What follows belongs to an exercise in optimizing a design on an open flow for small area and a short achievable clock period; a production flow would make more cautious choices. Function was checked by simulation only, so behaviour that the tests miss may differ from the original.

File: flow/config.mk
export PLATFORM = sky130hd
export DESIGN_NAME = mpa_mips_top
export DESIGN_NICKNAME = mpa_mips_top
export VERILOG_FILES = /design/flow/design.v
export SDC_FILE = /design/flow/constraint.sdc
export NUM_CORES = 4
export LEC_CHECK = 0
export CAP_MARGIN = 20
export CORE_MARGIN = 2
export CORE_UTILIZATION = 40
export SETUP_SLACK_MARGIN = 0.3
export SLEW_MARGIN = 20
File: flow/constraint.sdc
create_clock -name core_clock -period 16.0 [get_ports {mem_debug_clk_gate}]
set_input_delay 3.2000 -clock core_clock [delete_from_list [all_inputs] [get_ports {mem_debug_clk_gate}]]
set_output_delay 3.2000 -clock core_clock [all_outputs]
set_load 0.01 [all_outputs]
File: flow/design.v
package mpa_core_pkg;
    localparam int data_width = 32;
    localparam int im_depth = 32;
    localparam int dm_depth = 32;
    localparam logic [data_width-1:0] reset_pc = '0;
    typedef logic [data_width-1:0] word_t;
    typedef enum logic [1:0] {
        dbg_none = 2'd0,   
        dbg_im   = 2'd1,   
        dbg_dm   = 2'd2,   
        dbg_mr   = 2'd3    
    } debug_func_e;
    typedef struct packed {
        logic        mem_debug;   
        debug_func_e func;        
        logic        we;          
        word_t       addr;        
        word_t       din;         
    } dbg_req_t;
endpackage
package mips_isa_pkg;
    localparam int opcode_w  = 6;
    localparam int reg_idx_w = 5;
    localparam int imm_w     = 16;
    localparam int num_regs = 2 ** reg_idx_w;   
    typedef enum logic [opcode_w-1:0] {
        op_special = 6'b00_0000,   
        op_lui     = 6'b00_1111,
        op_lb      = 6'b10_0000,
        op_lh      = 6'b10_0001,
        op_lw      = 6'b10_0011,
        op_lbu     = 6'b10_0100,
        op_lhu     = 6'b10_0101
    } opcode_e;
    typedef enum logic [2:0] {
        ld_none,        
        ld_upper_imm,   
        ld_byte,        
        ld_byte_u,      
        ld_half,        
        ld_half_u,      
        ld_word         
    } load_kind_e;
    typedef struct packed {
        opcode_e              opcode;
        logic [reg_idx_w-1:0] rs;    
        logic [reg_idx_w-1:0] rt;    
        logic [imm_w-1:0]     imm;   
    } mips_instr_t;
    typedef struct packed {
        logic       reg_we;      
        load_kind_e load_kind;
    } ctrl_t;
endpackage
module mpa_fetch (
    input  logic                      mem_debug_clk_gate,
    input  logic                      HW_RSTn,
    input  mpa_core_pkg::dbg_req_t    dbg,
    output mips_isa_pkg::mips_instr_t instr,
    output mpa_core_pkg::word_t       im_rdata
);
    localparam int im_aw = $clog2(mpa_core_pkg::im_depth);   
    mpa_core_pkg::word_t            pc;
    mpa_core_pkg::word_t            pc_next;
    mpa_core_pkg::word_t            im_mem [0:mpa_core_pkg::im_depth-1];   
    logic [im_aw-1:0] im_idx;
    logic             im_we;
    assign im_idx = dbg.mem_debug ? dbg.addr[im_aw+1:2] : pc[im_aw+1:2];
    assign im_we  = dbg.mem_debug && dbg.we && (dbg.func == mpa_core_pkg::dbg_im);
    assign im_rdata = im_mem[im_idx];
    assign instr    = im_rdata;   
    assign pc_next = {{(mpa_core_pkg::data_width-im_aw-2){1'b0}}, pc[im_aw+1:2] + 1'b1, 2'b00};
    always_ff @(posedge mem_debug_clk_gate or negedge HW_RSTn) begin
        if (!HW_RSTn) begin
            pc <= mpa_core_pkg::reset_pc;
        end else if (dbg.mem_debug) begin
            pc <= mpa_core_pkg::reset_pc;   
        end else begin
            pc <= pc_next;
        end
    end
    always_ff @(posedge mem_debug_clk_gate) begin
        if (im_we) begin
            im_mem[im_idx] <= dbg.din;
        end
    end
endmodule
module mpa_decoder (
    input  mips_isa_pkg::mips_instr_t instr,
    output mips_isa_pkg::ctrl_t       ctrl
);
    always_comb begin
        case (instr.opcode)
            mips_isa_pkg::op_lui: begin
                ctrl.reg_we    = 1'b1;
                ctrl.load_kind = mips_isa_pkg::ld_upper_imm;
            end
            mips_isa_pkg::op_lb: begin
                ctrl.reg_we    = 1'b1;
                ctrl.load_kind = mips_isa_pkg::ld_byte;
            end
            mips_isa_pkg::op_lbu: begin
                ctrl.reg_we    = 1'b1;
                ctrl.load_kind = mips_isa_pkg::ld_byte_u;
            end
            mips_isa_pkg::op_lh: begin
                ctrl.reg_we    = 1'b1;
                ctrl.load_kind = mips_isa_pkg::ld_half;
            end
            mips_isa_pkg::op_lhu: begin
                ctrl.reg_we    = 1'b1;
                ctrl.load_kind = mips_isa_pkg::ld_half_u;
            end
            mips_isa_pkg::op_lw: begin
                ctrl.reg_we    = 1'b1;
                ctrl.load_kind = mips_isa_pkg::ld_word;
            end
            default: begin
                ctrl.reg_we    = 1'b0;
                ctrl.load_kind = mips_isa_pkg::ld_none;
            end
        endcase
    end
endmodule
module mpa_regfile (
    input  logic                      mem_debug_clk_gate,
    input  logic                      HW_RSTn,
    input  mpa_core_pkg::dbg_req_t    dbg,
    input  mips_isa_pkg::mips_instr_t instr,
    input  mips_isa_pkg::ctrl_t       ctrl,
    input  mpa_core_pkg::word_t       wb_data,
    output mpa_core_pkg::word_t       rs_data,
    output mpa_core_pkg::word_t       dbg_rdata
);
    mpa_core_pkg::word_t                regs [0:mips_isa_pkg::num_regs-1];
    logic [mips_isa_pkg::reg_idx_w-1:0] dbg_idx;
    logic [mips_isa_pkg::reg_idx_w-1:0] wr_idx;
    mpa_core_pkg::word_t                wr_data;
    logic                 wr_en;
    assign dbg_idx = dbg.addr[mips_isa_pkg::reg_idx_w-1:0];   
    always_comb begin
        if (dbg.mem_debug) begin
            wr_en   = dbg.we && (dbg.func == mpa_core_pkg::dbg_mr);
            wr_idx  = dbg_idx;
            wr_data = dbg.din;
        end else begin
            wr_en   = ctrl.reg_we;
            wr_idx  = instr.rt;   
            wr_data = wb_data;
        end
    end
    always_ff @(posedge mem_debug_clk_gate or negedge HW_RSTn) begin
        if (!HW_RSTn) begin
            for (int i = 0; i < mips_isa_pkg::num_regs; i++) begin
                regs[i] <= '0;
            end
        end else if (wr_en && (wr_idx != '0)) begin   
            regs[wr_idx] <= wr_data;
        end
    end
    assign rs_data   = regs[instr.rs];   
    assign dbg_rdata = regs[dbg_idx];
endmodule
module mpa_load_unit (
    input  logic                      mem_debug_clk_gate,
    input  mpa_core_pkg::dbg_req_t    dbg,
    input  mips_isa_pkg::mips_instr_t instr,
    input  mips_isa_pkg::ctrl_t       ctrl,
    input  mpa_core_pkg::word_t       rs_data,
    output mpa_core_pkg::word_t       wb_data,
    output mpa_core_pkg::word_t       dm_rdata
);
    localparam int dm_aw = $clog2(mpa_core_pkg::dm_depth);   
    mpa_core_pkg::word_t            dm_mem [0:mpa_core_pkg::dm_depth-1];   
    mpa_core_pkg::word_t            imm_sext;
    mpa_core_pkg::word_t            eff_addr;
    logic [dm_aw-1:0] dm_idx;
    logic             dm_we;
    assign imm_sext = {{(mpa_core_pkg::data_width-mips_isa_pkg::imm_w){instr.imm[mips_isa_pkg::imm_w-1]}}, instr.imm};
    assign eff_addr = rs_data + imm_sext;
    assign dm_idx = dbg.mem_debug ? dbg.addr[dm_aw+1:2] : eff_addr[dm_aw+1:2];
    assign dm_we  = dbg.mem_debug && dbg.we && (dbg.func == mpa_core_pkg::dbg_dm);
    assign dm_rdata = dm_mem[dm_idx];   
    always_ff @(posedge mem_debug_clk_gate) begin
        if (dm_we) begin
            dm_mem[dm_idx] <= dbg.din;
        end
    end
    always_comb begin
        case (ctrl.load_kind)
            mips_isa_pkg::ld_upper_imm: wb_data = {instr.imm, {(mpa_core_pkg::data_width-mips_isa_pkg::imm_w){1'b0}}};
            mips_isa_pkg::ld_byte: begin
                wb_data = {{(mpa_core_pkg::data_width-8){dm_rdata[7]}}, dm_rdata[7:0]};
            end
            mips_isa_pkg::ld_byte_u: begin
                wb_data = {{(mpa_core_pkg::data_width-8){1'b0}}, dm_rdata[7:0]};
            end
            mips_isa_pkg::ld_half: begin
                wb_data = {{(mpa_core_pkg::data_width-16){dm_rdata[15]}}, dm_rdata[15:0]};
            end
            mips_isa_pkg::ld_half_u: begin
                wb_data = {{(mpa_core_pkg::data_width-16){1'b0}}, dm_rdata[15:0]};
            end
            mips_isa_pkg::ld_word:   wb_data = dm_rdata;
            default:   wb_data = '0;   
        endcase
    end
endmodule
module mpa_mips_top (
    input  logic                   mem_debug_clk_gate,
    input  logic                   HW_RSTn,
    input  logic                   dbg_mem_debug,   
    input  logic [1:0]             dbg_func,        
    input  logic                   dbg_we,          
    input  logic [31:0]            dbg_addr,        
    input  logic [31:0]            dbg_din,         
    output logic [31:0]            dout
);
    mpa_core_pkg::dbg_req_t    dbg;         
    assign dbg.mem_debug = dbg_mem_debug;
    assign dbg.func      = mpa_core_pkg::debug_func_e'(dbg_func);
    assign dbg.we        = dbg_we;
    assign dbg.addr      = dbg_addr;
    assign dbg.din       = dbg_din;
    mips_isa_pkg::mips_instr_t instr;       
    mips_isa_pkg::ctrl_t       ctrl;
    mpa_core_pkg::word_t       im_rdata;    
    mpa_core_pkg::word_t       dm_rdata;    
    mpa_core_pkg::word_t       mr_rdata;    
    mpa_core_pkg::word_t       rs_data;
    mpa_core_pkg::word_t       wb_data;
    mpa_fetch u_fetch (
        .mem_debug_clk_gate (mem_debug_clk_gate),
        .HW_RSTn            (HW_RSTn),
        .dbg                (dbg),
        .instr              (instr),
        .im_rdata           (im_rdata)
    );
    mpa_decoder u_decoder (
        .instr (instr),
        .ctrl  (ctrl)
    );
    mpa_regfile u_regfile (
        .mem_debug_clk_gate (mem_debug_clk_gate),
        .HW_RSTn            (HW_RSTn),
        .dbg                (dbg),
        .instr              (instr),
        .ctrl               (ctrl),
        .wb_data            (wb_data),
        .rs_data            (rs_data),
        .dbg_rdata          (mr_rdata)
    );
    mpa_load_unit u_load_unit (
        .mem_debug_clk_gate (mem_debug_clk_gate),
        .dbg                (dbg),
        .instr              (instr),
        .ctrl               (ctrl),
        .rs_data            (rs_data),
        .wb_data            (wb_data),
        .dm_rdata           (dm_rdata)
    );
    always_comb begin
        case (dbg.func)
            mpa_core_pkg::dbg_im:  dout = im_rdata;
            mpa_core_pkg::dbg_dm:  dout = dm_rdata;
            mpa_core_pkg::dbg_mr:  dout = mr_rdata;
            default: dout = '0;   
        endcase
    end
endmodule
File: flow/run.sh
#!/bin/bash
# synth_recipe.tcl (not shown) runs the flow's synth.tcl, then flattens the netlist and writes it again
# the make line also repeats each setting of config.mk as NAME=value (left out here)
make -C /OpenROAD-flow-scripts/flow DESIGN_CONFIG=/design/flow/config.mk WORK_HOME=/design/flow/orfs CLKGATE_MAP_FILE= SYNTH_SCRIPT=/design/flow/synth_recipe.tcl finish
==> results.yml <==
power_and_ir_drop:
  clock_power_share_pct: 39.6
  power.net_switching_mw: 5.10
  cellLeakagePower_nw: 51.3
  combinationalPowerShare_pct: 13.5
  design_power_total_mw: 18.8
  power_density_nw_per_um2: 131
  register_share_of_total_power_pct: 46.9
  switching_share_pct: 27.1
  irDropWorstVdd_v: 0.000111
  intPower_mw: 13.7
clock_tree:
  cts.sinks: 3077
  cts_buffer_depth: 4
  tritoncts: "yes"
  latest_clock_arrival_within_the_worst_skew_pair_ps: 960
  clkTransAtPathRegs_ps: 60
  ctsHtreeMaxLevel: 5
  root_buffer_cell: "clkbuf_16"
  tritoncts.num_buffers: 322
yosys:
  netlist_instances: 9264
  mappedNetlistArea_um2: 126000
  leading_area_contributor_after_synthesis: "edfxtp_1"
  synth_top_area_share_pct: 49.0
  yosysWarnings: 6
  unique_cell_type_count_in_the_yosys_netlist: 96
  synth.net_count: 9340
  synth-main-ff-cell: "edfxtp_1"
  synth.avg_cell_area_um2: 13.6
  synth_async_sr_flop_share_pct: 33.4
  synthTopCellsByArea: "edfxtp_1 (49%), dfrtp_1 (21%), nand2_1 (4.5%), mux4_2 (4.4%), o21ai_0 (4.0%)"
  yosysSeqAreaShare_pct: 69.5
  synth-edff-count: 2048
  postSynthRegisterBits: 3077
floorplanning:
  die_w_um: 564
  core-area_um2: 312000
  die_height_um: 564
  std_cell_rows: 205
  design.portCount: 102
  die_area_um2: 319000
  initial_core_util_pct: 40.2
detailed_routing:
  route.met3.wl_um: 51500
  wl_met1_um: 175000
  routedWlPerCell_um: 33.1
  initialDrtViolationCount: 12900
  number_of_remaining_drc_errors: 0
  detail-route-antenna-nets: 0
  1st_pass_router_iterations: 10
  via_per_inst: 6.29
  met2_length_um: 202000
  drt-total-wl_um: 455000
  route.top_layer_used: "met5"
  vias: 86600
worst_setup_path:
  timing.critical_path.required_ps: 12800
  critical_path_arrival_ps: 12470
  critPathMaxStageDelay_ps: 940
  critPathMaxFanout: 25
  critical_path.endpoint_type: "output port"
  startpoint_type: "primary input"
  timing.critical_path.slowest_stage_cell: "nor2_1"
  path_class: "primary input to output port"
  most_common_cell_type_on_the_critical_path: "buf_4"
placed_design:
  placement.setup.worst_slack_ps: -65.4
  io_buffers: 76
  detailed_place_hpwl_um: 261000
  routabilityCongestion: 0.944
final_layout:
  num-fill-cells: 27200
  mostFrequentLayoutCell: "edfxtp_1"
  multi_input_area_um2: 36200
  area_grow_syn2layout_pct: 14.4
  post_route_cells_drive_above_1_share_pct: 15.9
  seq_area_um2: 87200
  layout.nets: 9437
  leading_cell_types_in_the_layout_fill_and_taps_excluded: "edfxtp_1 (2048), nand2_1 (1482), dfrtp_1 (1029), o21ai_0 (1004), buf_4 (419)"
timing:
  timing_worst_slew_pin_value_ps: 1280
  worst_slack_ps: 332
  post-route-period-util_pct: 97.9
  finalHoldViolations: 0
  setup_tns_ps: 0
  layout_min_cycle_time_ps: 15670
  whs_ps: 370
  finalMaxSlewViolations: 0
  clock-skew-final_ps: 95.0
  fmax_mhz: 63.8
  final-setup-viol-count: 0
  grt_setup_unrepaired: "false"
  max_transition_margin_pct: 13.9
outcome:
  outcome: "no timing/DRC/antenna violations"
global_routing:
  globalRouteTotalUtil_pct: 28.0
  antenna_found_initial: 16
  grt_max_degree: 180
  grt_pass1_vias: 83200
  grt_first_pass_wirelength_um: 635000
  grt.overflow.total: 0
hold_path:
  min_path_type: "flip-flop to flip-flop"
run:
  max_cap_violations: 0
[flip-flops by register name, summed over array words and instances, names as in the netlist]
register and cells:
u_load_unit.dm_mem 1024, u_fetch.pc 5, u_fetch.im_mem 1024, u_regfile.regs 1024
[cells by family (layout without fill, tap and decap cells)]
kind of cell | after synthesis | in the layout | share of synthesized area, %
and+or+nand+nor | 2511 | 2511 | 8.93
adders and majority gates | 6 | 6 | 0.0598
muxes | 498 | 498 | 6.49
DFF | 3077 | 3077 | 69.5
other | 0 | 12 | 0
AOI/OAI and AO/OA | 2389 | 2389 | 12.3
xor gates and xnor gates | 4 | 4 | 0.0279
buffers and inverters | 779 | 1127 | 2.74
[critical path, delay by kind of cell]
kind            cells  cell delay (ps)
compound gates      9             2170
simple gates       14             4250
buf+inv             7             2560
fa+ha+maj           1              190
[metrics by stage]
| stage | instance area [um2] | utilization, % | instances |
|---|---|---|---|
| floorplan | 126000 | - | 9264 |
| global placement | 133000 | 42.6 | 13200 |
| detailed placement | 133000 | 42.6 | 13200 |
| CTS | 143000 | 45.9 | 13700 |
| global route | 144000 | 46.0 | 13800 |
| finish | 144000 | 46.0 | 13800 |
[cells in the mapped netlist (79+ instances only)]
master,count
nor2_1,235
dfrtp_1,1029
nand4_1,128
mux4_2,245
nand3_1,280
buf_2,121
a22oi_1,359
a22o_1,158
o21ai_0,1006
edfxtp_1,2048
nand2_1,1499
mux2i_1,173
a21oi_1,94
a221oi_1,164
o21ai_1,243
mux2_2,79
clkbuf_1,521
[timing repair]
| item | in CTS | in global routing |
|---|---|---|
| endpoints found under the setup margin | 23 | 28 |
| gates resized for setup | 9 | 23 |
| hold buffers | 0 | 0 |
| gates cloned | 0 | 0 |
| pin swaps | 2 | 3 |
| buffers inserted | 5 | 3 |
[path summary, 6_finish.rpt]
kind	from	endpoint	slack, ps	cells past startpoint
max in group asynchronous	HW_RSTn	u_regfile.regs[30][26]	11270	3
min in group asynchronous	HW_RSTn	u_regfile.regs[30][18]	2340	1
worst min-delay path	u_regfile.regs[0][28]	u_regfile.regs[0][28]	370	0
worst max-delay path	dbg_addr[6]	dout[18]	330	31
worst max register to register	u_fetch.pc[2]	u_regfile.regs[30][29]	6200	32
worst min register to register	u_regfile.regs[0][28]	u_regfile.regs[0][28]	370	0
[layer usage]
metal	global-route usage (%)	vias up
li1	-	35500
met1	37.8	44100
met2	42.5	5802
met3	6.60	1241
met4	14.2	4
met5	0	-
[power groups by stage]
stage | clock [mW] | sequential [mW] | combinational, mW
finish | 7.46 | 8.83 | 2.55
global route | 7.84 | 8.84 | 2.66
CTS | 7.52 | 8.82 | 2.48
detailed placement | 0 | 8.98 | 2.46
global placement | 0 | 8.97 | 2.43
floorplan | 0 | 8.94 | 1.28
[final cells by class]
type | count | share of cell area [%]
clock buffers | 411 | 6.06
repair buffers | 539 | 3.19
well taps | 4140 | 3.60
inverters | 13 | 0.0340
multi-input cells | 5408 | 25.2
diodes | 12 | 0.0209
clock inverters | 164 | 1.17
flip-flops and latches | 3077 | 60.7

==> afterwards: timing with drivers on the ports <==
Ports are ideal in the flow. The routed layout listed here was re-timed in OpenROAD.
Step 1 sets driving cells, clkbuf_16 on the clock port and buf_2 on the other inputs (assumed; they add their load-dependent delay and slew).
Step 2 adds t to the input delays and takes it off the output delays; t is the mean of the earliest and latest rising clock arrival at the registers after step 1. Input paths then give back, and output paths get back, about the clock's delay inside the block.
a / b / c = ideal / step 1 / step 2; a / b = the first two.
t, ns: 1.022
setup slack, ns: 0.332 / 0.307 / 0.307
worst setup path after step 2: input to output
worst register clock-pin slew, ns: 0.07 / 0.07
After both steps this run still meets setup and hold. The setup slack of this run moves by -0.025 ns with the drivers and by -0.025 ns with both steps.
